What follows belongs to an exercise in optimizing a design on an open flow for small area, a short achievable clock period and few clock cycles per item; a production flow would make more cautious choices.
RTL that was checked went through simulation tests only; none was proved equivalent to the original.

==> flow/design.v <==
package noc_pkg;
    localparam int num_ports   = 4;
    localparam int num_sources = num_ports - 1;
    localparam int fifo_depth  = 8;
    localparam int fifo_ptr_w  = $clog2(fifo_depth);
    localparam int fifo_cnt_w  = fifo_ptr_w + 1;
    typedef logic [7:0] byte_t;
    typedef logic [3:0] node_t;
    typedef logic [1:0] port_t;
    typedef struct packed {
        node_t       src;
        node_t       dest;
        logic [23:0] data;
    } pkt_t;
    function automatic port_t route_port(input int router_id, input node_t dest);
        port_t p;
        p = 2'd0;
        if (router_id == 0) begin
            case (dest)
                4'd0:    p = 2'd0;
                4'd1:    p = 2'd2;
                4'd2:    p = 2'd3;
                default: p = 2'd1;
            endcase
        end else begin
            case (dest)
                4'd3:    p = 2'd0;
                4'd4:    p = 2'd1;
                4'd5:    p = 2'd2;
                default: p = 2'd3;
            endcase
        end
        route_port = p;
    endfunction
    function automatic port_t queue_slot(input port_t arrival, input port_t out_port);
        queue_slot = (arrival < out_port) ? arrival : port_t'(arrival - 2'd1);
    endfunction
    function automatic int dest_count(input int router_id, input int out_port);
        int n;
        n = 0;
        for (int d = 0; d < 16; d++) begin
            if (int'(route_port(router_id, node_t'(d))) == out_port) n = n + 1;
        end
        dest_count = n;
    endfunction
    function automatic int dest_first(input int router_id, input int out_port);
        int f;
        f = 0;
        for (int d = 15; d >= 0; d--) begin
            if (int'(route_port(router_id, node_t'(d))) == out_port) f = d;
        end
        dest_first = f;
    endfunction
endpackage
`timescale 1ns/1ps
module packet_fifo #(
    parameter bit       dest_fixed = 1'b0,
    parameter bit [3:0] dest_value = 4'd0
) (
    input  logic        clock,
    input  logic        reset_n,
    input  logic [31:0] data_in,
    input  logic        write,       
    input  logic        pop,         
    output logic        can_write,   
    output logic        can_read,    
    output logic [31:0] data_out,    
    output logic        nonempty,
    output logic        full,
    output logic        almost_full  
);
    localparam int depth = noc_pkg::fifo_depth;
    localparam int pw    = noc_pkg::fifo_ptr_w;
    logic [pw-1:0] wr_pos;
    logic [pw-1:0] rd_pos;
    logic [pw-1:0] diff;       
    logic          ne_q;       
    logic          full_q;     
    logic          af_q;       
    logic          inc;
    logic          dec;
    assign nonempty    = ne_q;
    assign full        = full_q;
    assign almost_full = af_q;
    assign can_write   = !full_q && (wr_pos[1:0] == 2'd3);
    assign can_read    = ne_q && (rd_pos[1:0] == 2'd0);
    logic ne_dec;
    logic af_inc;
    assign diff   = rd_pos - wr_pos;
    assign ne_dec = (diff != pw'(1));
    assign af_inc = (diff == pw'(depth - 2));
    assign inc = write && !pop;
    assign dec = pop && !write;
    always_ff @(posedge clock, negedge reset_n) begin
        if (!reset_n) begin
            wr_pos <= '0;
            rd_pos <= '0;
            ne_q   <= 1'b0;
            full_q <= 1'b0;
            af_q   <= 1'b0;
        end else begin
            if (!write) wr_pos <= wr_pos + 1'b1;
            if (!pop)   rd_pos <= rd_pos + 1'b1;
            if (inc) begin
                ne_q   <= 1'b1;
                full_q <= af_q;
                af_q   <= af_inc;
            end else if (dec) begin
                ne_q   <= ne_dec;
                full_q <= 1'b0;
                af_q   <= full_q;
            end
        end
    end
    localparam int sw = dest_fixed ? 28 : 32;
    logic [sw-1:0] ring [depth];
    logic [sw-1:0] din;
    logic [sw-1:0] dout;
    if (dest_fixed) begin : g_fixed
        assign din      = {data_in[31:28], data_in[23:0]};
        assign data_out = {dout[27:24], dest_value, dout[23:0]};
    end else begin : g_stored
        assign din      = data_in;
        assign data_out = dout;
    end
    always_ff @(posedge clock) begin
        for (int i = 0; i < depth; i++) begin
            if (i == 0)
                ring[i] <= (write && wr_pos[2]) ? din : ring[depth - 1];
            else if (i == depth / 2)
                ring[i] <= (write && !wr_pos[2]) ? din : ring[i - 1];
            else
                ring[i] <= ring[i - 1];
        end
    end
    assign dout = rd_pos[2] ? ring[depth / 2] : ring[0];
endmodule
`timescale 1ns/1ps
module input_port #(
    parameter int router_id  = 0,
    parameter int port_index = 0
) (
    input  logic  clock,
    input  logic  reset_n,
    input  logic  put_inbound,
    input  noc_pkg::byte_t payload_inbound,
    input  logic [noc_pkg::num_ports-1:0] queue_can_write,    
    input  logic [noc_pkg::num_ports-1:0] queue_full,
    input  logic [noc_pkg::num_ports-1:0] queue_almost_full,
    output logic  free_inbound,
    output logic [31:0] packet,
    output logic [noc_pkg::num_ports-1:0] write               
);
    localparam int np = noc_pkg::num_ports;
    logic [1:0]    cnt;         
    logic [23:0]   upper;       
    logic          held;        
    logic [np-1:0] route;       
    logic [np-1:0] route_new;   
    logic          wr;
    logic          room_new;
    logic          free_q;
    assign free_inbound = free_q;
    always_comb begin
        route_new = '0;
        route_new[noc_pkg::route_port(router_id, upper[19:16])] = 1'b1;
        route_new[port_index] = 1'b0;
    end
    assign wr    = held && |(route & queue_can_write);
    assign write = wr ? route : '0;
    assign room_new = !(|(route_new & queue_full) ||
                        (held && |(route_new & route & queue_almost_full)));
    always_ff @(posedge clock, negedge reset_n) begin
        if (!reset_n) begin
            cnt    <= '0;
            held   <= 1'b0;
            route  <= '0;
            free_q <= 1'b0;
        end else begin
            if (wr) held <= 1'b0;
            if (cnt == 2'd0) begin
                if (put_inbound && free_q) begin
                    cnt    <= 2'd3;
                    free_q <= 1'b0;
                end else begin
                    free_q <= !held || !(|(route & queue_full));
                end
            end else begin
                cnt <= cnt - 1'b1;
                if (cnt == 2'd1) begin
                    if (|route_new) begin
                        held  <= 1'b1;
                        route <= route_new;
                    end
                    free_q <= !(|route_new) || room_new;
                end
            end
        end
    end
    always_ff @(posedge clock) begin
        upper <= {upper[15:0], payload_inbound};
        if (cnt == 2'd1) packet <= {upper, payload_inbound};
    end
endmodule
`timescale 1ns/1ps
module output_port #(
    parameter bit       dest_fixed = 1'b0,
    parameter bit [3:0] dest_value = 4'd0
) (
    input  logic                         clock,
    input  logic                         reset_n,
    input  logic                         free_outbound,
    input  logic [noc_pkg::num_sources-1:0]        queue_nonempty,
    input  logic [noc_pkg::num_sources-1:0]        queue_can_read,
    input  logic [noc_pkg::num_sources-1:0][31:0]  queue_data,
    output logic [noc_pkg::num_sources-1:0]        queue_pop,
    output logic                         put_outbound,
    output noc_pkg::byte_t                        payload_outbound
);
    localparam int ns = noc_pkg::num_sources;
    logic [ns-1:0] last;      
    logic [ns-1:0] pick;      
    logic [31:0]   pick_data;
    logic          fill;
    logic          start;
    logic          pf_valid;
    logic [31:0]   pf;
    logic [1:0]    bcnt;      
    logic          put_q;
    logic [31:0]   tx;
    assign put_outbound     = put_q;
    assign payload_outbound = tx[31:24];
    always_comb begin
        pick = '0;
        for (int k = ns; k >= 1; k--) begin
            for (int j = 0; j < ns; j++) begin
                if (last[j] && queue_nonempty[(j + k) % ns]) begin
                    pick = '0;
                    pick[(j + k) % ns] = 1'b1;
                end
            end
        end
    end
    always_comb begin
        pick_data = '0;
        for (int j = 0; j < ns; j++) pick_data |= pick[j] ? queue_data[j] : 32'h0;
    end
    logic          idle;
    logic [ns-1:0] take_empty;    
    logic [ns-1:0] take_swap;     
    assign idle       = (bcnt == 2'd0);
    assign start      = idle && pf_valid && free_outbound;
    assign take_empty = (pick & queue_can_read) & {ns{!pf_valid}};
    assign take_swap  = (pick & queue_can_read) & {ns{idle && pf_valid}};
    assign queue_pop  = take_empty | (take_swap & {ns{free_outbound}});
    assign fill       = |queue_pop;
    always_ff @(posedge clock, negedge reset_n) begin
        if (!reset_n) begin
            last     <= ns'(1) << (ns - 1);
            pf_valid <= 1'b0;
            bcnt     <= '0;
            put_q    <= 1'b0;
        end else begin
            put_q <= start;
            if (fill) begin
                last     <= pick;
                pf_valid <= 1'b1;
            end else if (start) begin
                pf_valid <= 1'b0;
            end
            if (start)              bcnt <= 2'd3;
            else if (bcnt != 2'd0)  bcnt <= bcnt - 1'b1;
        end
    end
    always_ff @(posedge clock) begin
        if (fill) begin
            pf[31:28] <= pick_data[31:28];
            pf[23:0]  <= pick_data[23:0];
        end
        tx[31:8] <= idle ? pf[31:8] : tx[23:0];
        tx[7:0]  <= pf[7:0];
    end
    if (dest_fixed) begin : g_fixed
        assign pf[27:24] = dest_value;
    end else begin : g_stored
        always_ff @(posedge clock) begin
            if (fill) pf[27:24] <= pick_data[27:24];
        end
    end
endmodule
`timescale 1ns/1ps
module noc_router #(
    parameter int router_id = 0
) (
    input  logic                    clock,
    input  logic                    reset_n,
    input  logic  [noc_pkg::num_ports-1:0]   put_inbound,
    input  noc_pkg::byte_t [noc_pkg::num_ports-1:0]   payload_inbound,
    input  logic  [noc_pkg::num_ports-1:0]   free_outbound,
    output logic  [noc_pkg::num_ports-1:0]   free_inbound,
    output logic  [noc_pkg::num_ports-1:0]   put_outbound,
    output noc_pkg::byte_t [noc_pkg::num_ports-1:0]   payload_outbound
);
    localparam int np = noc_pkg::num_ports;
    localparam int ns = noc_pkg::num_sources;
    logic [np-1:0][31:0]   in_packet;
    logic [np-1:0][np-1:0] in_write;
    logic [np-1:0][np-1:0] in_can_write;
    logic [np-1:0][np-1:0] in_full;
    logic [np-1:0][np-1:0] in_almost_full;
    logic [np-1:0][ns-1:0]       q_nonempty;
    logic [np-1:0][ns-1:0]       q_can_read;
    logic [np-1:0][ns-1:0]       q_pop;
    logic [np-1:0][ns-1:0][31:0] q_data;
    for (genvar i = 0; i < np; i++) begin : g_in
        input_port #(
            .router_id  (router_id),
            .port_index (i)
        ) i_input_port (
            .clock             (clock),
            .reset_n           (reset_n),
            .put_inbound       (put_inbound[i]),
            .payload_inbound   (payload_inbound[i]),
            .queue_can_write   (in_can_write[i]),
            .queue_full        (in_full[i]),
            .queue_almost_full (in_almost_full[i]),
            .free_inbound      (free_inbound[i]),
            .packet            (in_packet[i]),
            .write             (in_write[i])
        );
    end
    for (genvar o = 0; o < np; o++) begin : g_out
        localparam bit fixed = (noc_pkg::dest_count(router_id, o) == 1);
        localparam bit [3:0] dval = 4'(noc_pkg::dest_first(router_id, o));
        assign in_can_write[o][o]   = 1'b0;
        assign in_full[o][o]        = 1'b0;
        assign in_almost_full[o][o] = 1'b0;
        for (genvar s = 0; s < ns; s++) begin : g_slot
            localparam int src = (s < o) ? s : s + 1;
            logic full;
            logic almost_full;
            assign in_full[src][o]        = full;
            assign in_almost_full[src][o] = almost_full;
            packet_fifo #(
                .dest_fixed (fixed),
                .dest_value (dval)
            ) i_packet_fifo (
                .clock       (clock),
                .reset_n     (reset_n),
                .data_in     (in_packet[src]),
                .write       (in_write[src][o]),
                .pop         (q_pop[o][s]),
                .can_write   (in_can_write[src][o]),
                .can_read    (q_can_read[o][s]),
                .data_out    (q_data[o][s]),
                .nonempty    (q_nonempty[o][s]),
                .full        (full),
                .almost_full (almost_full)
            );
        end
        output_port #(
            .dest_fixed (fixed),
            .dest_value (dval)
        ) i_output_port (
            .clock            (clock),
            .reset_n          (reset_n),
            .free_outbound    (free_outbound[o]),
            .queue_nonempty   (q_nonempty[o]),
            .queue_can_read   (q_can_read[o]),
            .queue_data       (q_data[o]),
            .queue_pop        (q_pop[o]),
            .put_outbound     (put_outbound[o]),
            .payload_outbound (payload_outbound[o])
        );
    end
endmodule
export LEC_CHECK = 0
export ABC_CLOCK_PERIOD_IN_PS = 2500
export CAP_MARGIN = 20
export CORE_MARGIN = 2
export CORE_UTILIZATION = 70
export CTS_CLUSTER_DIAMETER = 70
export CTS_CLUSTER_SIZE = 30
export PLACE_DENSITY = 0.78
export SETUP_SLACK_MARGIN = 3.1
export SLEW_MARGIN = 20
create_clock -name core_clock -period 5.5 [get_ports {clock}]
run.sh (not shown) runs the stock make flow with config.mk's settings and CLKGATE_MAP_FILE= SYNTH_SCRIPT=/design/flow/synth_recipe.tcl, a recipe that flattens the netlist after the stock synthesis.
Next try:
--- a/flow/design.v
+++ b/flow/design.v
@@ -124,18 +124,18 @@
         assign data_out = dout;
     end
     always_ff @(posedge clock) begin
         for (int i = 0; i < depth; i++) begin
             if (i == 0)
-                ring[i] <= (write && wr_pos[2]) ? din : ring[depth - 1];
+                ring[i] <= ~((write && wr_pos[2]) ? din : ring[depth - 1]);
             else if (i == depth / 2)
-                ring[i] <= (write && !wr_pos[2]) ? din : ring[i - 1];
+                ring[i] <= ~((write && !wr_pos[2]) ? ~din : ring[i - 1]);
             else
                 ring[i] <= ring[i - 1];
         end
     end
-    assign dout = rd_pos[2] ? ring[depth / 2] : ring[0];
+    assign dout = rd_pos[2] ? ring[depth / 2] : ~ring[0];
 endmodule
 `timescale 1ns/1ps
 module input_port #(
     parameter int router_id  = 0,
     parameter int port_index = 0
=> The changed run finished with timing, DRC and antenna clean. Non-clock buffer count goes down by 17. Worst setup slack gets worse by 13 ps. Synthesized area goes down by about 1.1%. Via count goes up by 12%. Global-route usage goes up by 1.3 points. Maximum frequency goes down by about 0.5%. Sequential share of layout area goes up by 1.3 points. Final cell count goes up by 9.8%. Die area goes down by about 1.1%. Routed wire length goes up by 3.2%. First-iteration DRC count goes up by 33%. Clock-buffer cell count goes down by 11. Hold slack gets better by 52 ps.
Testbench counts after the change, summed over its fixed seeds: cycles 7,266, items 6,400.
Function not checked in the first run of this note: the RTL went through the layout flow alone.

[re-timing with driven ports]
The results above use ideal ports. As a check the final layouts listed here were re-extracted and re-timed, cells and wires unchanged. Step 1 sets driving cells, clkbuf_16 on the clock port and buf_2 on the other inputs (assumed; they add their load-dependent delay and slew). Step 2 moves the port delays by t, midway between the first and last clock arrival at a register: inputs arrive t later, outputs are due t later. That takes back most of the time a late clock gives input paths. Slacks: ideal ports / drivers / drivers and shift; pairs: ideal ports / drivers.
run | shift t [ns] | setup WS [ns] | worst slew at a driven data input, ns
the first run | 0.865 | 2.982 / 2.911 / 2.298 | 0.06
the second run | 0.879 | 2.969 / 2.888 / 2.284 | 0.08
After both steps every run listed still meets setup and hold. For the second run, which loses most, drivers alone change the setup slack by -0.081 ns; drivers and shift together by -0.685 ns.
